From an optimization exercise on the open Yosys and OpenROAD flow, aimed at small area, a short achievable clock period and few clock cycles per item; shortcuts taken in it are not production practice.
Where RTL was checked, it was by simulation tests only, not by an equivalence proof against the original.
Only the layout flow was run in runs 5 and 6; the RTL was not checked for function there.

## flow/design.v (module list and top-level ports; edited modules follow where they fit)
// module dct8_stream: 2707 lines
// module dct_fa: 10 lines
// module dct_ha: 9 lines
// module dct_addsub: 14 lines
// module dct_carry: 31 lines
// module dct_carry_ci: 13 lines
// module dct_sum: 11 lines
// module dct_sum_co: 12 lines
// module dct_out: 19 lines
module dct8_stream #(
    parameter int IN_W        = 8,
    parameter int OUT_W       = 14,
    parameter int LEVEL_SHIFT = 0
) (
    input  logic                    clk,
    input  logic                    rst,
    input  logic                    en,
    input  logic                    in_valid,
    output logic                    in_ready,
    input  logic [IN_W-1:0]         x0,
    input  logic [IN_W-1:0]         x1,
    input  logic [IN_W-1:0]         x2,
    input  logic [IN_W-1:0]         x3,
    input  logic [IN_W-1:0]         x4,
    input  logic [IN_W-1:0]         x5,
    input  logic [IN_W-1:0]         x6,
    input  logic [IN_W-1:0]         x7,
    output logic                    out_valid,
    input  logic                    out_ready,
    output logic signed [OUT_W-1:0] y0,
    output logic signed [OUT_W-1:0] y1,
    output logic signed [OUT_W-1:0] y2,
    output logic signed [OUT_W-1:0] y3,
    output logic signed [OUT_W-1:0] y4,
    output logic signed [OUT_W-1:0] y5,
    output logic signed [OUT_W-1:0] y6,
    output logic signed [OUT_W-1:0] y7
);
  // ...
==> flow/flow/run.sh <==
#!/bin/bash
# Standard ORFS layout, with repair_timing aiming below the clock period and
# plain buffers on the ports.
set -euo pipefail
bash standard.sh SETUP_SLACK_MARGIN=7.0 "BUFFER_PORTS_ARGS=-buffer_cell sky130_fd_sc_hd__buf_2" finish > standard_flow.log 2>&1
==> flow/standard.sh <==
#!/bin/bash
# synth_recipe.tcl (not shown) runs the flow's synth.tcl, then flattens the netlist and writes it again
# the make line also repeats each setting of config.mk as NAME=value (left out here)
make -C /OpenROAD-flow-scripts/flow DESIGN_CONFIG=/design/flow/config.mk WORK_HOME=/design/flow/orfs CLKGATE_MAP_FILE= SYNTH_SCRIPT=/design/flow/synth_recipe.tcl "${@:-finish}"
==> flow/config.mk <==
export PLATFORM = sky130hd
export DESIGN_NAME = dct8_stream
export DESIGN_NICKNAME = dct8_stream
export VERILOG_FILES = /design/flow/design.v
export SDC_FILE = /design/flow/constraint.sdc
export NUM_CORES = 4
export LEC_CHECK = 0
export CAP_MARGIN = 20
export CORE_MARGIN = 2
export CORE_UTILIZATION = 50
export SLEW_MARGIN = 20
export SYNTH_HIERARCHICAL = 1
export TNS_END_PERCENT = 0
==> flow/constraint.sdc <==
create_clock -name core_clock -period 12.0 [get_ports {clk}]
set_input_delay 2.4000 -clock core_clock [delete_from_list [all_inputs] [get_ports {clk}]]
set_output_delay 2.4000 -clock core_clock [all_outputs]
set_load 0.01 [all_outputs]
==> flow_metrics.env, run 1 <==
export IMPL_antenna_found_initial=1
export IMPL_hold_class="reg2reg"
export IMPL_diodes=0
export IMPL_clock_buffers=45
export IMPL_finalCritPeriodShare_pct=41.1
export IMPL_ys_flop_type="edfxtp_1"
export IMPL_hpwl_mm=66.9
export IMPL_start_util_pct=50.5
export IMPL_synth_top_family_by_area="adder cells"
export IMPL_synth_edf_count=204
export IMPL_area_growth_pct=10.6
export IMPL_status="no timing/DRC/antenna violations"
export IMPL_ios=183
export IMPL_fillers=5939
export IMPL_dr_wl_met2_mm=40.9
export IMPL_syn_area_um2=35300
export IMPL_place_inst=4006
export IMPL_dominant_cells="multi-input combinational cells"
export IMPL_grt_pass1_vias=24800
export IMPL_rrSetupSlack_ns=7.07
export IMPL_cp_cell_sequence="ha_4 > fa_2 > nor2b_2 > o22a_1 > a311oi_2 > xnor2_1 > buf_6 > fa_1 > fa_1 > inv_1 > fa_1 > fa_1 > inv_1 > ha_1 > a211o_1 > o211ai_1 > a21oi_1"
export IMPL_seq_share_pct=19.2
export IMPL_syn_inst=2854
export IMPL_clockRootBuffer="clkbuf_16"
export IMPL_multi_input_area_um2=25500
export IMPL_synth_compound_gate_area_share_pct=8.31
export IMPL_async_reset_ff_share_pct=0
export IMPL_setup_tns_final_ns=0
export IMPL_dp_slack_ns=6.62
export IMPL_clk_share_pct=2.99
export IMPL_post_route_util_pct=55.8
export IMPL_synth_top_cell_by_area="fa_1"
export IMPL_r2r_end="t6_c5r"
export IMPL_final_cell_area_um2=39000
export IMPL_placed_cell_area_um2=37600
export IMPL_numPortBuffers=178
export IMPL_drtAntennaViolNets=0
Testbench counts, summed over its fixed seeds: cycles 1,040, items 1,024.
==> run 2: changes to the inputs <==
==> flow/flow/run.sh (replaced) <==
#!/bin/bash
# Standard ORFS layout, with repair_timing aiming below the clock period and
# plain buffers on the ports.
set -euo pipefail
bash standard.sh SETUP_SLACK_MARGIN=7.5 "BUFFER_PORTS_ARGS=-buffer_cell sky130_fd_sc_hd__buf_2" finish > standard_flow.log 2>&1
--- a/flow/config.mk
+++ b/flow/config.mk
@@ -12,2 +12 @@
 export SYNTH_HIERARCHICAL = 1
-export TNS_END_PERCENT = 0
==> flow_metrics.env, run 2 <==
export IMPL_vias=22500
export IMPL_clock_sinks=271
export IMPL_cp_max_fo=3
export IMPL_regMostFlops="sk"
export IMPL_grt_ovfl_total=0
export IMPL_grt_use_total_pct=24.3
export IMPL_multi_input_area_um2=26300
export IMPL_clock_latency_ns=0.59
export IMPL_synth_seq_cells=271
export IMPL_cts_max_level=2
export IMPL_fillers=5748
export IMPL_largest_reg_flops=64
export IMPL_synthTopCellsByCount="745 x fa_1, 589 x inv_1, 284 x ha_1"
export IMPL_gp_congestion=0.901
export IMPL_crit_required_ns=12.33
export IMPL_cts_buffer_depth=3
export IMPL_syn_inst=2854
export IMPL_worst_setup_path_type="reg2reg"
export IMPL_firstDrtPassIters=5
export IMPL_slew_viol_final=0
export IMPL_grt_pass1_vias=25000
export IMPL_wire_per_inst_um=20.1
export IMPL_mostFrequentLayoutCells="684 x fa_1, 573 x inv_1, 248 x ha_1"
export IMPL_ys_warn_count=61
export IMPL_syn_area_per_cell_um2=12.4
export IMPL_worstPathArrival_ns=4.98
export IMPL_hpwl_mm=64.9
export IMPL_status="no timing/DRC/antenna violations"
export IMPL_fin_worst_skew_ns=0.0418
export IMPL_rsz0062_at_grt="yes"
export IMPL_drv_cap=0
export IMPL_final_setup_viol_count=0
export IMPL_period_needed_ns=4.66
export IMPL_vias_per_cell=5.30
export IMPL_ys_flop_type="edfxtp_1"
export IMPL_core_um2=69900
export IMPL_routed_wl_mm=85.4
export IMPL_fp_dieH_um=270
export IMPL_numCtsBuffers=38
export IMPL_setup_tns_final_ns=0
export IMPL_seqCellArea_um2=7470
export IMPL_async_reset_ff_share_pct=0
export IMPL_synth_top_area_share_pct=42.3
export IMPL_cp_end_kind="flip-flop"
export IMPL_synth_cell_types=83
export IMPL_drive_gt1_share_pct=22.9
export IMPL_drc=0
export IMPL_hold_class="reg2reg"
export IMPL_syn_area_um2=35300
export IMPL_max_slew_margin_pct=30.0
export IMPL_antenna_found_initial=0
export IMPL_finalCritPeriodShare_pct=38.8
export IMPL_grt_max_degree=68
export IMPL_synth_area_leaders="fa_1 42%, edfxtp_1 17%, ha_1 10%"
export IMPL_cp_start_kind="flip-flop"
export IMPL_synth_seq_area_share_pct=21.2
export IMPL_synth_edf_count=204
export IMPL_dieWidth_um=270
export IMPL_hold_ws_ns=0.499
export IMPL_drtAntennaViolNets=0
export IMPL_grt_pass1_wl_mm=137
export IMPL_tightest_slew_ns=1.05
export IMPL_layout_commonest_cell="fa_1"
export IMPL_nNetsFinal=4371
export IMPL_area_growth_pct=17.2
export IMPL_first_iter_violations=1112
export IMPL_die_area_um2=72700
export IMPL_hold_viol_final=0
export IMPL_rows=97
export IMPL_clockRootBuffer="clkbuf_16"
export IMPL_start_util_pct=50.5
export IMPL_ios=183
export IMPL_cts_clk_slew_worst_paths_ns=0.05
export IMPL_diodes=0
export IMPL_post_synth_top_count_cell="fa_1"
export IMPL_synth_top_cell_by_area="fa_1"
export IMPL_fmaxAchievable_mhz=215
export IMPL_numPortBuffers=178
export IMPL_cts_tree="yes"
-- run 2: modules after synthesis (local to each module, per instance), a selection --
| module | area, µm² | cells | flip-flops and latches | copies in the design |
|---|---|---|---|---|
| dct_fa | 20.0 | 1 | 0 | 719 |
| dct_ha | 12.5 | 1 | 0 | 68 |
| dct8_stream | 10500 | 806 | 271 | 1 |
| dct_out | 208 | 29 | 0 | 8 |
-- run 2: cell type report --
type | count | share of cell area (%)
clock buffers | 54 | 2.57
clock inverters | 15 | 0.360
inverters | 590 | 5.40
multi-input cells | 1972 | 63.6
flip-flops and latches | 271 | 18.1
well taps | 940 | 2.85
repair buffers | 400 | 7.16
-- run 2: final timing paths --
path         slack (ns)  cells past startpoint      from       end
max                7.34                     16   a2_r[0]    t6_c5r
min                0.50                      1  sk[6][3]  sk[6][3]
max reg2reg        7.34                     16   a2_r[0]    t6_c5r
min reg2reg        0.50                      1  sk[6][3]  sk[6][3]
-- run 2: layer usage --
| metal | vias up | track usage [%] | wire length, µm |
|---|---|---|---|
| met5 | - | 0 | 0 |
| met1 | 11700 | 30.4 | 33700 |
| met4 | 0 | 8.27 | 3020 |
| li1 | 10100 | - | - |
| met2 | 547 | 43.6 | 44900 |
| met3 | 155 | 3.10 | 3880 |
-- run 2: repair_timing --
action	in CTS	in global routing
resized for setup	83	121
hold buffers	0	0
endpoints found under the setup margin	73	72
pin swaps	28	69
setup buffers	46	132
-- run 2: cell families after synthesis --
logic type / count (synthesis) / synth area share (%)
xor gates and xnor gates: 142 / 3.52
and+or+nand+nor: 309 / 5.02
buffers and inverters: 629 / 7.13
AOI/OAI and AO/OA: 393 / 8.31
other: 2 / 0.0213
muxes: 72 / 2.27
DFF: 271 / 21.2
adders and majority gates: 1036 / 52.6
-- run 2: worst max-delay path, stage by stage, from the launching register on --
cell and delay (ns):
edfxtp_1 0.42, ha_4 0.20, fa_2 0.36, nor2b_2 0.15, o22a_1 0.19, a311oi_2 0.13, xnor2_2 0.28, ha_1 0.31
fa_1 0.51, inv_1 0.05, fa_1 0.45, fa_1 0.51, inv_2 0.05, ha_1 0.28, a211o_1 0.32, o211ai_1 0.10
a21oi_1 0.09
-- run 2: through the flow --
step           util (%)  std cells  setup WS, ns  instance area (µm²)
2_1_floorplan         -       2872          7.09                35800
3_3_place_gp       54.2       3995          6.72                37900
3_5_place_dp       54.2       3995          6.68                37900
4_1_cts            57.0       4110          7.30                39800
5_1_grt            59.1       4242          7.18                41300
6_report           59.1       4242          7.34                41300
==> run 3: changes to the inputs <==
==> flow/flow/run.sh (replaced) <==
#!/bin/bash
# Standard ORFS layout, with repair_timing aiming below the clock period and
# plain buffers on the ports.
set -euo pipefail
bash standard.sh SETUP_SLACK_MARGIN=7.3 "BUFFER_PORTS_ARGS=-buffer_cell sky130_fd_sc_hd__buf_2" finish > standard_flow.log 2>&1
==> flow_metrics.env, run 3 <==
export IMPL_status="no timing/DRC/antenna violations"
export IMPL_crit_end="t6_c5r"
export IMPL_nNetsFinal=4264
export IMPL_syn_area_per_cell_um2=12.4
export IMPL_firstDrtPassIters=5
export IMPL_slew_viol_final=0
export IMPL_synthTopCellsByCount="745 x fa_1, 589 x inv_1, 284 x ha_1"
export IMPL_routed_wl_mm=85.6
export IMPL_ios=183
export IMPL_rrSetupSlack_ns=7.32
export IMPL_drtAntennaViolNets=0
export IMPL_post_synth_top_count_cell="fa_1"
export IMPL_synth_seq_area_share_pct=21.2
export IMPL_vias=22200
export IMPL_cp_end_kind="flip-flop"
export IMPL_drc=0
export IMPL_fmaxAchievable_mhz=214
export IMPL_finalCritPeriodShare_pct=39.0
export IMPL_cts_clk_slew_worst_paths_ns=0.05
export IMPL_regMostFlops="sk"
export IMPL_setup_tns_final_ns=0
export IMPL_hold_ws_ns=0.502
export IMPL_synth_seq_cells=271
export IMPL_ys_warn_count=61
export IMPL_cts_tree="yes"
export IMPL_max_slew_margin_pct=31.3
export IMPL_rsz0062_at_grt="yes"
export IMPL_mostFrequentLayoutCells="713 x fa_1, 578 x inv_1, 272 x ha_1"
export IMPL_tightest_slew_ns=1.03
export IMPL_wire_per_inst_um=20.7
export IMPL_grt_pass1_wl_mm=139
export IMPL_synth_top_cell_by_area="fa_1"
export IMPL_syn_area_um2=35300
export IMPL_clock_sinks=271
export IMPL_async_reset_ff_share_pct=0
export IMPL_slowest_stage="fa_1"
export IMPL_largest_reg_flops=64
export IMPL_cp_cell_sequence="ha_4 > fa_2 > nor2b_2 > o22a_2 > a311oi_4 > xnor2_4 > fa_2 > fa_1 > inv_2 > fa_1 > fa_1 > inv_2 > ha_1 > a211o_1 > o211ai_1 > a21oi_1"
export IMPL_dp_slack_ns=6.72
export IMPL_antenna_found_initial=2
export IMPL_cp_max_fo=3
export IMPL_dieWidth_um=270
export IMPL_numCtsBuffers=36
export IMPL_ys_flop_type="edfxtp_1"
export IMPL_syn_inst=2854
export IMPL_cpMostUsedCell="fa_1"
export IMPL_layout_commonest_cell="fa_1"
export IMPL_cp_start_kind="flip-flop"
export IMPL_startpoint="a3_r[0]"
export IMPL_gp_congestion=0.875
export IMPL_grt_ovfl_total=0
export IMPL_final_instance_count_excl_fill=4135
export IMPL_synth_top_area_share_pct=42.3
export IMPL_synth_area_leaders="fa_1 42%, edfxtp_1 17%, ha_1 10%"
export IMPL_first_iter_violations=1373
export IMPL_fin_worst_skew_ns=0.0293
export IMPL_hold_class="reg2reg"
export IMPL_grt_pass1_vias=25000
export IMPL_area_growth_pct=12.8
export IMPL_grt_use_total_pct=24.8
export IMPL_drive_gt1_share_pct=18.0
export IMPL_final_setup_viol_count=0
export IMPL_synth_edf_count=204
export IMPL_worstPathArrival_ns=5.00
export IMPL_core_um2=69900
export IMPL_drv_cap=0
export IMPL_rows=97
export IMPL_r2r_end="t6_c5r"
export IMPL_finalWorstSetupSlack_ns=7.32
export IMPL_period_needed_ns=4.68
export IMPL_hold_viol_final=0
export IMPL_numPortBuffers=178
export IMPL_synth_cell_types=83
export IMPL_max_stage_delay_ns=0.51
export IMPL_clock_latency_ns=0.58
export IMPL_cts_buffer_depth=3
export IMPL_start_util_pct=50.5
export IMPL_worst_setup_path_type="reg2reg"
export IMPL_cts_max_level=2
export IMPL_place_inst=4001
export IMPL_hpwl_mm=66.9
export IMPL_grt_max_degree=68
export IMPL_timing_rr_start="a3_r[0]"
export IMPL_holdBufCountCts=0
export IMPL_vias_per_cell=5.36
export IMPL_die_area_um2=72700
export IMPL_clockRootBuffer="clkbuf_16"
export IMPL_fp_dieH_um=270
export IMPL_reg2reg_depth=16
export IMPL_crit_required_ns=12.32
run 3: per-module statistics from Yosys, one instance, submodules excluded, a selection:
module / cell area, µm² / flops+latches / times used
dct8_stream: 10500 / 271 / 1
dct_out: 208 / 0 / 8
dct_fa: 20.0 / 0 / 719
dct_ha: 12.5 / 0 / 68
run 3: layout make-up:
type                       instances  area [µm²]
antenna                            1        2.50
clock buffer                      51        1060
clock inverter                    15         188
fill                            5799       30100
inverter                         590        2230
multi-input combinational       1972       25800
sequential                       271        7470
tap                              940        1180
timing repair buffer             295        1870
run 3: cells by family (layout without fill, tap and decap cells):
kind of cell	Yosys count	in the layout	share of synthesized area, %
XOR/XNOR	142	142	3.52
buffers and inverters	629	951	7.13
AO/OA/AOI/OAI	393	393	8.31
other	2	21	0.0213
AND/OR/NAND/NOR	309	309	5.02
multiplexers	72	72	2.27
flip-flops	271	271	21.2
adder cells (fa/ha/maj)	1036	1036	52.6
run 3: what timing repair did:
| item | 4_1_cts | 5_1_grt |
|---|---|---|
| setup endpoints to repair | 29 | 33 |
| gates resized for setup | 18 | 65 |
| buffers inserted | 23 | 44 |
| pin swaps | 7 | 26 |
run 3: how the worst min path moves through the flow:
stage	from	to	cells after the start
floorplan	sk[0][0]	sk[0][0]	1
global placement	sk[6][3]	sk[6][3]	1
detailed placement	sk[6][3]	sk[6][3]	1
CTS	sk[6][3]	sk[6][3]	1
global route	sk[7][3]	sk[7][3]	1
finish	sk[4][4]	sk[4][4]	1
run 3: metrics by stage:
step | utilization (%) | cell area [µm²]
global route | 56.9 | 39800
floorplan | - | 35500
CTS | 56.1 | 39200
global placement | 53.9 | 37700
finish | 56.9 | 39800
detailed placement | 53.9 | 37700
run 3: worst max-delay path, delay by kind of cell, from the launching register on:
family,cells,cell delay [ns]
DFF,1,0.47
buffers and inverters,2,0.09
xor gates and xnor gates,1,0.20
AOI/OAI and AO/OA,5,0.84
adders and majority gates,7,2.69
and+or+nand+nor,1,0.14
run 3: routing by layer:
metal / global-route usage, % / share of wire, % / up-vias
met5: 0 / 0.015 / -
met4: 6.90 / 2.7 / 2
met3: 4.66 / 6.0 / 124
met2: 40.9 / 48 / 590
met1: 33.8 / 43 / 11500
li1: - / - / 9908
==> run 4: changes to the inputs <==
==> flow/flow/run.sh (replaced) <==
#!/bin/bash
# Standard ORFS layout, with repair_timing aiming below the clock period and
# plain buffers on the ports.
set -euo pipefail
bash standard.sh SETUP_SLACK_MARGIN=7.6 "BUFFER_PORTS_ARGS=-buffer_cell sky130_fd_sc_hd__buf_2" finish > standard_flow.log 2>&1
--- a/flow/config.mk
+++ b/flow/config.mk
@@ -7,2 +7,3 @@
 export LEC_CHECK = 0
+export ABC_AREA = 1
 export CAP_MARGIN = 20
==> flow_metrics.env, run 4 <==
export IMPL_status="no timing/DRC/antenna violations"
export IMPL_wire_per_inst_um=16.7
export IMPL_synth_seq_area_share_pct=20.5
export IMPL_dr_wl_met2_mm=43.0
export IMPL_regMostFlops="sk"
export IMPL_multi_input_area_um2=26300
export IMPL_gp_congestion=0.873
export IMPL_first_iter_violations=1256
export IMPL_nNetsFinal=5166
export IMPL_synth_top_area_share_pct=41.0
export IMPL_fin_worst_skew_ns=0.0415
export IMPL_cts_clk_slew_worst_paths_ns=0.06
export IMPL_ys_flop_type="edfxtp_1"
export IMPL_worst_setup_path_type="reg2reg"
export IMPL_die_area_um2=75000
export IMPL_cts_buffer_depth=3
export IMPL_cp_cell_sequence="ha_4 > fa_2 > inv_1 > nand2_1 > nand2_2 > nand3_2 > nand3_4 > nand2_8 > fa_2 > fa_1 > inv_2 > fa_1 > fa_1 > inv_2 > buf_4 > ha_4 > nand3_1 > nand3_1 > nand2_1"
export IMPL_maxUsedRoutingLayer="met4"
export IMPL_clock_sinks=271
export IMPL_drtAntennaViolNets=0
export IMPL_fmaxAchievable_mhz=224
export IMPL_cp_top_family="adder cells"
export IMPL_numPortBuffers=178
export IMPL_met3_length_mm=3.59
export IMPL_max_slew_margin_pct=43.2
export IMPL_hold_path_end="sk[6][6]"
export IMPL_hpwl_mm=65.4
export IMPL_cpMostUsedCell="fa_1"
export IMPL_hold_viol_final=0
export IMPL_holdPathStages=2
export IMPL_clock_latency_ns=0.59
export IMPL_layout_commonest_cell="nand2_1"
export IMPL_cp_num_buf_inv=4
export IMPL_period_needed_ns=4.47
export IMPL_grt_ovfl_total=0
export IMPL_syn_inst=3723
export IMPL_syn_area_um2=36400
export IMPL_async_reset_ff_share_pct=0
export IMPL_ys_warn_count=61
export IMPL_firstDrtPassIters=6
export IMPL_grt_pass1_vias=25900
export IMPL_cp_start_kind="flip-flop"
export IMPL_routed_wl_mm=84.2
export IMPL_syn_area_per_cell_um2=9.78
export IMPL_m1WireLength_mm=35.4
export IMPL_synth_edf_count=204
export IMPL_cp_end_kind="flip-flop"
export IMPL_slew_viol_final=0
export IMPL_slowest_stage="fa_1"
export IMPL_hold_ws_ns=0.488
export IMPL_cts_max_level=2
export IMPL_vias=24400
export IMPL_fp_dieH_um=274
export IMPL_diodes=0
export IMPL_drive_gt1_share_pct=15.3
export IMPL_largest_reg_flops=64
export IMPL_core_um2=71900
export IMPL_numCtsBuffers=37
export IMPL_synth_top_cell_by_area="fa_1"
export IMPL_vias_per_cell=4.84
export IMPL_setup_tns_final_ns=0
export IMPL_grt_pass1_wl_mm=137
export IMPL_drc=0
export IMPL_rows=98
export IMPL_seqCellArea_um2=7470
export IMPL_crit_required_ns=12.34
export IMPL_drv_cap=0
export IMPL_grt_use_total_pct=23.8
export IMPL_synth_cell_types=34
export IMPL_post_synth_top_count_cell="nand2_1"
export IMPL_cts_tree="yes"
export IMPL_tightest_slew_ns=0.853
export IMPL_hold_class="reg2reg"
export IMPL_rsz0062_at_grt="yes"
export IMPL_synth_seq_cells=271
export IMPL_fillers=6385
export IMPL_min_from="sk[6][6]"
export IMPL_ios=183
export IMPL_timing_rr_start="a3_r[0]"
export IMPL_r2r_end="t6_u0r[3]"
export IMPL_start_util_pct=50.7
export IMPL_cp_max_fo=3
export IMPL_finalCritPeriodShare_pct=37.2
export IMPL_mostFrequentLayoutCells="887 x nand2_1, 812 x inv_1, 689 x fa_1"
export IMPL_rrSetupSlack_ns=7.53
export IMPL_area_growth_pct=14.2
export IMPL_clockRootBuffer="clkbuf_16"
export IMPL_holdBufCountCts=0
export IMPL_final_setup_viol_count=0
export IMPL_worstPathArrival_ns=4.80
export IMPL_grt_max_degree=66
export IMPL_dieWidth_um=274
export IMPL_synth_area_leaders="fa_1 41%, edfxtp_1 17%, ha_1 9.8%"
export IMPL_antenna_found_initial=0
export IMPL_reg2reg_depth=19
export IMPL_max_stage_delay_ns=0.59
export IMPL_synthTopCellsByCount="909 x nand2_1, 837 x inv_1, 745 x fa_1"
-- run 4: per-module statistics from Yosys (local to each module, per instance), a selection --
module | copies in the design | cells inside
dct8_stream | 1 | 950
dct_ha | 68 | 1
dct_out | 8 | 37
dct_fa | 719 | 1
-- run 4: final cells by class --
type | count | area share (%)
Multi-Input combinational cell | 2588 | 63.2
Inverter | 843 | 7.66
Tap cell | 950 | 2.86
Clock buffer | 45 | 2.50
Clock inverter | 23 | 0.520
Sequential cell | 271 | 18.0
Timing Repair Buffer | 327 | 5.32
-- run 4: cell families after synthesis --
logic type | after synthesis | share of synthesized area, %
and+or+nand+nor | 1368 | 16.0
adders and majority gates | 1029 | 50.7
buffers and inverters | 889 | 9.66
DFF | 271 | 20.5
AOI/OAI and AO/OA | 86 | 1.22
xor gates and xnor gates | 78 | 1.88
other | 2 | 0.0206
-- run 4: per-layer routing --
metal,GRT usage (%),vias up
met5,0,-
met4,6.09,0
met3,2.78,119
met2,42.2,440
met1,31.0,12100
li1,-,11800
-- run 4: worst min-delay path: stages, from the launching register on --
cell and delay [ns]:
dfxtp_1 0.31, nand2_1 0.05, nand2_1 0.09
-- run 4: how the worst max path moves through the flow --
| stage | from | to | depth (start not counted) |
|---|---|---|---|
| 6_report | a3_r[0] | t6_u0r[3] | 19 |
| 4_1_cts | a3_r[5] | t6_u0r[4] | 20 |
| 2_1_floorplan | b0_r[8] | t1_u0r[4] | 13 |
| 5_1_grt | a3_r[8] | t6_u0r[4] | 20 |
| 3_5_place_dp | out_ready | t1_u0r[0] | 6 |
| 3_3_place_gp | out_ready | t1_u0r[0] | 6 |
-- run 4: stage by stage --
step	instance area, µm²	setup WS, ns	utilization (%)	std cells
after floorplan	36700	7.52	-	3748
after global placement	38800	7.10	54.0	4873
after detailed placement	38800	7.04	54.0	4873
after CTS	40500	7.49	56.3	4974
after global routing	41600	7.38	57.9	5047
final	41600	7.53	57.9	5047
-- run 4: what timing repair did --
action | in CTS | in global routing
buffers inserted | 33 | 72
hold endpoints to repair | 0 | 0
gates resized for setup | 42 | 144
setup endpoints to repair | 54 | 47
pin swaps | 13 | 80
==> module dct_addsub, before the edit <==
module dct_addsub #(
    parameter int W   = 9,
    parameter int SUB = 0
) (
    input  logic [W-1:0] a,
    input  logic [W-1:0] b,
    output logic [W:0]   y
);
    if (SUB != 0) begin : g_sub
        assign y = {1'b0, a} - {1'b0, b};
    end else begin : g_add
        assign y = {1'b0, a} + {1'b0, b};
    end
endmodule
==> run 5: changes to the inputs <==
--- a/flow/design.v
+++ b/flow/design.v
@@ -2734,7 +2734,26 @@
 );
-    if (SUB != 0) begin : g_sub
-        assign y = {1'b0, a} - {1'b0, b};
-    end else begin : g_add
-        assign y = {1'b0, a} + {1'b0, b};
+    localparam int N = W + 1;    
+    localparam int L = (N <= 2) ? 1 : (N <= 4) ? 2 : (N <= 8) ? 3 : (N <= 16) ? 4 : 5;
+    logic [W-1:0] be;
+    logic [N-1:0] g [L+1];
+    logic [N-1:0] p [L+1];
+    logic [W-1:0] x;
+    assign be   = (SUB != 0) ? ~b : b;
+    assign x    = a ^ be;
+    assign g[0] = {a & be, (SUB != 0) ? 1'b1 : 1'b0};
+    assign p[0] = {x, 1'b0};
+    for (genvar l = 0; l < L; l++) begin : g_lvl
+        for (genvar i = 0; i < N; i++) begin : g_bit
+            if (((i >> l) & 1) == 1) begin : g_op
+                localparam int J = ((i >> l) << l) - 1;
+                assign g[l+1][i] = g[l][i] | (p[l][i] & g[l][J]);
+                assign p[l+1][i] = p[l][i] & p[l][J];
+            end else begin : g_pass
+                assign g[l+1][i] = g[l][i];
+                assign p[l+1][i] = p[l][i];
+            end
+        end
     end
+    assign y[W-1:0] = x ^ g[L][W-1:0];
+    assign y[W]     = (SUB != 0) ? ~g[L][W] : g[L][W];
 endmodule
==> flow/flow/run.sh (replaced) <==
#!/bin/bash
# Standard ORFS layout, with repair_timing aiming below the clock period and
# plain buffers on the ports.
set -euo pipefail
bash standard.sh SETUP_SLACK_MARGIN=7.4 "BUFFER_PORTS_ARGS=-buffer_cell sky130_fd_sc_hd__buf_2" finish > standard_flow.log 2>&1
--- a/flow/config.mk
+++ b/flow/config.mk
@@ -7,3 +7,2 @@
 export LEC_CHECK = 0
-export ABC_AREA = 1
 export CAP_MARGIN = 20
==> flow_metrics.env, run 5 <==
export IMPL_grt_max_degree=69
export IMPL_routed_wl_mm=83.8
export IMPL_async_reset_ff_share_pct=0
export IMPL_drtAntennaViolNets=0
export IMPL_rows=96
export IMPL_antenna_found_initial=1
export IMPL_layout_commonest_cell="fa_1"
export IMPL_fillers=5701
export IMPL_wire_per_inst_um=20.7
export IMPL_clockRootBuffer="clkbuf_16"
export IMPL_diodes=0
export IMPL_fin_worst_skew_ns=0.0260
export IMPL_vias_per_cell=5.28
export IMPL_synth_edf_count=204
export IMPL_hpwl_mm=65.2
export IMPL_cp_end_kind="flip-flop"
export IMPL_first_iter_violations=1286
export IMPL_area_growth_pct=14.4
export IMPL_max_slew_margin_pct=41.9
export IMPL_fp_dieH_um=268
export IMPL_drv_cap=0
export IMPL_cts_buffer_depth=3
export IMPL_cts_tree="yes"
export IMPL_synth_seq_area_share_pct=21.4
export IMPL_drc=0
export IMPL_vias=21400
export IMPL_dieWidth_um=268
export IMPL_cts_max_level=2
export IMPL_period_needed_ns=4.94
export IMPL_cts_clk_slew_worst_paths_ns=0.06
export IMPL_synth_xor_area_share_pct=3.41
export IMPL_synth_top_area_share_pct=43.9
export IMPL_grt_pass1_wl_mm=134
export IMPL_syn_area_um2=34900
export IMPL_worst_setup_path_type="reg2reg"
export IMPL_syn_area_per_cell_um2=12.5
export IMPL_grt_pass1_vias=24000
export IMPL_ys_warn_count=70
export IMPL_hold_class="reg2reg"
export IMPL_slew_viol_final=0
export IMPL_synth_top_family_by_area="adder cells"
export IMPL_worstPathArrival_ns=5.24
export IMPL_firstDrtPassIters=6
export IMPL_crit_required_ns=12.30
export IMPL_final_instance_count_excl_fill=4055
export IMPL_die_area_um2=72000
export IMPL_place_inst=3920
export IMPL_cp_start_kind="flip-flop"
export IMPL_synth_cell_types=76
export IMPL_muxShareOfSynthArea_pct=2.12
export IMPL_regMostFlops="sk"
export IMPL_placed_cell_area_um2=37500
export IMPL_cp_max_fo=6
export IMPL_synthAdderAreaFrac_pct=54.0
export IMPL_nNetsFinal=4207
export IMPL_final_cell_area_um2=39900
export IMPL_grt_ovfl_total=0
export IMPL_setup_tns_final_ns=0
export IMPL_core_um2=68800
export IMPL_synthTopCellsByCount="765 x fa_1, 612 x inv_1, 276 x ha_1"
export IMPL_numPortBuffers=178
export IMPL_fmaxAchievable_mhz=203
export IMPL_numCtsBuffers=37
export IMPL_drive_gt1_share_pct=20.2
export IMPL_hold_viol_final=0
export IMPL_hold_ws_ns=0.498
export IMPL_multi_input_area_um2=25700
export IMPL_synth_seq_cells=271
export IMPL_synth_top_cell_by_area="fa_1"
export IMPL_clock_sinks=271
export IMPL_rsz0062_at_grt="yes"
export IMPL_holdBufCountCts=0
export IMPL_grt_use_total_pct=24.8
export IMPL_syn_inst=2785
export IMPL_post_synth_top_count_cell="fa_1"
export IMPL_finalCritPeriodShare_pct=41.1
export IMPL_synth_simple_area_share_pct=4.44
export IMPL_clock_latency_ns=0.57
export IMPL_largest_reg_flops=64
export IMPL_synth_area_leaders="fa_1 44%, edfxtp_1 18%, ha_1 9.9%"
export IMPL_final_setup_viol_count=0
export IMPL_mostFrequentLayoutCells="715 x fa_1, 587 x inv_1, 245 x ha_1"
export IMPL_ios=183
export IMPL_status="no timing/DRC/antenna violations"
export IMPL_synth_compound_gate_area_share_pct=7.18
export IMPL_tightest_slew_ns=0.872
export IMPL_ys_flop_type="edfxtp_1"
export IMPL_gp_congestion=0.887
export IMPL_start_util_pct=50.7
export IMPL_seqCellArea_um2=7470
==> run 5: changes by cell type after synthesis, sizes merged, moves of 50 or more <==
| cell | delta |
|---|---|
| nand2 | -885 |
| inv | -229 |
| nand3 | -130 |
| nor2 | -122 |
| mux2 | +64 |
| xnor2 | +50 |
==> run 5: final timing paths <==
| path | to | depth (start not counted) | start | slack [ns] |
|---|---|---|---|---|
| max | t2_u0r[4] | 19 | a3_r[1] | 7.06 |
| min | sk[1][7] | 1 | sk[1][7] | 0.50 |
| max reg2reg | t2_u0r[4] | 19 | a3_r[1] | 7.06 |
| min reg2reg | sk[1][7] | 1 | sk[1][7] | 0.50 |
==> run 5: critical path: stages (launching register included) <==
cell and delay, ns:
edfxtp_1 0.37, buf_12 0.12, inv_6 0.04, ha_4 0.24, or2b_1 0.25, a21oi_2 0.18, or2_4 0.16, a31oi_4 0.09
fa_2 0.58, clkinvlp_4 0.10, buf_12 0.15, fa_1 0.49, fa_1 0.43, fa_1 0.49, inv_1 0.04, ha_2 0.20
fa_2 0.36, a21o_1 0.20, a21oi_2 0.13, xnor2_1 0.07
==> run 5: repair_timing <==
item | 4_1_cts | 5_1_grt
cloned | 0 | 0
hold endpoints to repair | 0 | 0
gates resized for setup | 57 | 72
pin swaps | 45 | 29
buffers inserted | 39 | 30
setup endpoints to repair | 54 | 63
==> run 5: area by class of cell <==
cell class                      count  share of cell area, %
Inverter                          613                   5.85
Multi-Input combinational cell   1880                   64.3
Tap cell                          931                   2.92
Timing Repair Buffer              294                   5.03
Sequential cell                   271                   18.7
Clock buffer                       44                   2.49
Clock inverter                     22                  0.683
==> run 5: through the flow <==
stage	setup slack [ns]	utilization, %
after floorplan	6.65	-
after global placement	6.59	54.5
after detailed placement	6.47	54.5
after CTS	6.95	57.2
after global routing	6.89	58.0
final	7.06	58.0
==> run 5: cells by family (layout without fill, tap and decap cells) <==
family | Yosys count | after routing
muxes | 66 | 66
other | 2 | 20
DFF | 271 | 271
and+or+nand+nor | 272 | 272
buffers and inverters | 652 | 973
xor gates and xnor gates | 136 | 136
adders and majority gates | 1048 | 1048
AOI/OAI and AO/OA | 338 | 338
==> run 5: layer usage <==
layer	wire [µm]	part of all wire, %	track usage (%)
met4	1850	2.2	5.99
met2	42300	50	42.3
met5	0	0	0
met1	35500	42	33.8
met3	4250	5.1	3.54
==> run 5: Yosys stat by module, one instance, submodules excluded, a selection <==
module | copies in the design | flip-flops and latches
dct8_stream | 1 | 271
dct_out | 8 | 0
dct_fa | 719 | 0
dct_ha | 68 | 0
==> run 6: changes to the inputs <==
==> flow/flow/run.sh (replaced) <==
#!/bin/bash
# Standard ORFS layout, with repair_timing aiming below the clock period and
# plain buffers on the ports.
set -euo pipefail
bash standard.sh SETUP_SLACK_MARGIN=7.7 "BUFFER_PORTS_ARGS=-buffer_cell sky130_fd_sc_hd__buf_2" finish > standard_flow.log 2>&1
==> flow_metrics.env, run 6 <==
export IMPL_vias_per_cell=5.27
export IMPL_synth_seq_area_share_pct=21.4
export IMPL_grt_pass1_vias=25100
export IMPL_synth_top_area_share_pct=43.9
export IMPL_numCtsBuffers=34
export IMPL_synthTopCellsByCount="765 x fa_1, 612 x inv_1, 276 x ha_1"
export IMPL_rows=96
export IMPL_die_area_um2=72000
export IMPL_final_setup_viol_count=0
export IMPL_post_synth_top_count_cell="fa_1"
export IMPL_nNetsFinal=4424
export IMPL_muxShareOfSynthArea_pct=2.12
export IMPL_crit_required_ns=12.31
export IMPL_max_stage_delay_ns=0.57
export IMPL_numPortBuffers=178
export IMPL_gp_congestion=0.865
export IMPL_drv_cap=0
export IMPL_grt_ovfl_total=0
export IMPL_core_um2=68800
export IMPL_cts_buffer_depth=3
export IMPL_hold_viol_final=0
export IMPL_layout_commonest_cell="fa_1"
export IMPL_setup_tns_final_ns=0
export IMPL_drive_gt1_share_pct=30.5
export IMPL_firstDrtPassIters=5
export IMPL_syn_area_per_cell_um2=12.5
export IMPL_synth_xor_area_share_pct=3.41
export IMPL_status="no timing/DRC/antenna violations"
export IMPL_fmaxAchievable_mhz=201
export IMPL_synth_cell_types=76
export IMPL_fp_dieH_um=268
export IMPL_clock_sinks=271
export IMPL_holdPathStages=1
export IMPL_cp_start_kind="flip-flop"
export IMPL_synth_seq_cells=271
export IMPL_cp_end_kind="flip-flop"
export IMPL_drtAntennaViolNets=0
export IMPL_worstPathArrival_ns=5.27
export IMPL_synth_compound_gate_area_share_pct=7.18
export IMPL_syn_area_um2=34900
export IMPL_slew_viol_final=0
export IMPL_first_iter_violations=1342
export IMPL_cp_cell_sequence="buf_12 > inv_8 > ha_4 > or2b_1 > a21oi_2 > or2_4 > a31oi_4 > fa_2 > clkinvlp_4 > buf_12 > buf_4 > buf_6 > fa_2 > fa_1 > fa_1 > inv_2 > ha_4 > a21o_1 > a21oi_2 > xnor2_1"
export IMPL_cts_tree="yes"
export IMPL_clockRootBuffer="clkbuf_16"
export IMPL_fin_worst_skew_ns=0.0217
export IMPL_grt_pass1_wl_mm=142
export IMPL_worst_setup_path_type="reg2reg"
export IMPL_clock_latency_ns=0.57
export IMPL_ys_warn_count=70
export IMPL_r2r_end="t2_u0r[4]"
export IMPL_async_reset_ff_share_pct=0
export IMPL_slowest_stage="fa_2"
export IMPL_synth_simple_area_share_pct=4.44
export IMPL_antenna_found_initial=2
export IMPL_syn_inst=2785
export IMPL_rrSetupSlack_ns=7.04
export IMPL_routed_wl_mm=90.9
export IMPL_wire_per_inst_um=21.3
export IMPL_mostFrequentLayoutCells="637 x fa_1, 565 x inv_1, 238 x buf_4"
export IMPL_ios=183
export IMPL_max_slew_margin_pct=41.9
export IMPL_startpoint="a3_r[1]"
export IMPL_period_needed_ns=4.96
export IMPL_timing_rr_start="a3_r[1]"
export IMPL_vias=22500
export IMPL_synth_edf_count=204
export IMPL_cts_max_level=2
export IMPL_drc=0
export IMPL_area_growth_pct=23.9
export IMPL_grt_use_total_pct=26.4
export IMPL_reg2reg_depth=20
export IMPL_regMostFlops="sk"
export IMPL_grt_max_degree=68
export IMPL_finalCritPeriodShare_pct=41.4
export IMPL_cts_clk_slew_worst_paths_ns=0.06
export IMPL_hpwl_mm=65.0
export IMPL_dieWidth_um=268
export IMPL_tightest_slew_ns=0.872
export IMPL_crit_end="t2_u0r[4]"
export IMPL_ys_flop_type="edfxtp_1"
export IMPL_cp_max_fo=4
export IMPL_synth_area_leaders="fa_1 44%, edfxtp_1 18%, ha_1 9.9%"
export IMPL_synthAdderAreaFrac_pct=54.0
export IMPL_synth_top_cell_by_area="fa_1"
export IMPL_start_util_pct=50.7
export IMPL_rsz0062_at_grt="yes"
export IMPL_synth_top_family_by_area="adder cells"
export IMPL_hold_class="reg2reg"
export IMPL_largest_reg_flops=64
-- run 6: cell count changes in the layout (fill, tap and decap cells not counted), sizes merged --
cell      change
clkinvlp      +1
bufinv        +1
clkbuf        -3
inv           -3
buf         +218
diode         +1
bufbuf        +2
-- run 6: cell families after synthesis --
logic type	after synthesis
fa+ha+maj	1048
compound gates	338
flops	271
other cells	2
buf+inv	652
mux	66
xor+xnor	136
simple gates	272
-- run 6: worst max-delay path: cells and delay by family, from the launching register on --
family,cells,cell delay (ns)
compound gates,4,0.58
xor+xnor,1,0.09
fa+ha+maj,6,2.53
buf+inv,7,0.73
flops,1,0.37
simple gates,2,0.41
-- run 6: stage by stage --
stage	hold WS (ns)	util, %	cell area [µm²]	cells	setup WS, ns
6_report	0.508	62.8	43200	4272	7.04
4_1_cts	0.512	61.3	42200	4197	7.01
2_1_floorplan	0.463	-	35800	2803	6.66
3_3_place_gp	0.482	55.1	37900	3919	6.62
3_5_place_dp	0.498	55.1	37900	3920	6.52
5_1_grt	0.524	62.8	43200	4271	6.89
-- run 6: area by class of cell --
| type | count | area [µm²] |
|---|---|---|
| repair buffers | 514 | 4390 |
| fillers | 5351 | 25600 |
| diodes | 1 | 2.50 |
| clock buffers | 41 | 908 |
| well taps | 931 | 1160 |
| flip-flops and latches | 271 | 7470 |
| clock inverters | 21 | 312 |
| inverters | 613 | 2360 |
| multi-input cells | 1880 | 26600 |
-- run 6: timing repair --
item | CTS | global route
setup endpoints to repair | 123 | 129
pin swaps | 163 | 131
gates resized for setup | 272 | 100
cloned | 4 | 0
hold buffers | 0 | 0
buffers inserted | 211 | 74
-- run 6: how the worst min path moves through the flow --
stage                         from  slack (ns)       end
final                     sk[4][6]        0.51  sk[4][6]
after global routing      sk[4][6]        0.52  sk[4][6]
after CTS                 sk[4][6]        0.51  sk[4][6]
after detailed placement  sk[4][6]        0.50  sk[4][6]
after global placement    sk[0][7]        0.48  sk[0][7]
after floorplan           sk[0][7]        0.46  sk[0][7]
-- run 6: metal layers --
metal	up-vias	share of wire (%)	wire length (µm)	GRT usage, %
met2	683	47	42700	42.4
met1	11700	44	39500	37.4
met3	117	7.3	6670	5.39
li1	9965	-	-	-
met5	-	0	0	0
met4	0	2.1	1940	5.83
-- run 6: per-module statistics from Yosys, one instance, submodules excluded, excerpt --
module / times used / cells inside / flops+latches
dct8_stream: 1 / 806 / 271
dct_out: 8 / 29 / 0
dct_fa: 719 / 1 / 0
dct_ha: 68 / 1 / 0

## what the ideal ports hide
No port has a modelled driver above. Below, the same layouts with a new extraction and two added sets of constraints. Step 1, drivers: a clkbuf_16 drives clk and a buf_2 each remaining input, both assumed. Step 2 times the ports against the registers' clock, not the clock port: input delays grow and output delays shrink by t, the midpoint of the rising clock arrivals with the driver on. a / b / c = no drivers / after step 1 / after step 2; a / b = the first two.
run	t (ns)	slack for setup (ns)	worst setup path at the end	clock arrival spread, ns
run 1	0.619	7.070 / 7.070 / 6.863	input to register	0.032 / 0.031
run 2	0.629	7.342 / 7.342 / 6.989	input to register	0.042 / 0.042
run 3	0.628	7.320 / 7.320 / 6.817	input to register	0.030 / 0.030
run 4	0.635	7.531 / 7.531 / 7.262	input to register	0.051 / 0.051
run 5	0.618	7.062 / 7.062 / 6.915	input to register	0.036 / 0.036
run 6	0.629	7.035 / 7.035 / 7.030	input to register	0.023 / 0.023
After both steps every run listed still meets setup and hold. The setup slack of run 3, which loses most, moves by 0.000 ns with the drivers and by -0.503 ns with both steps.
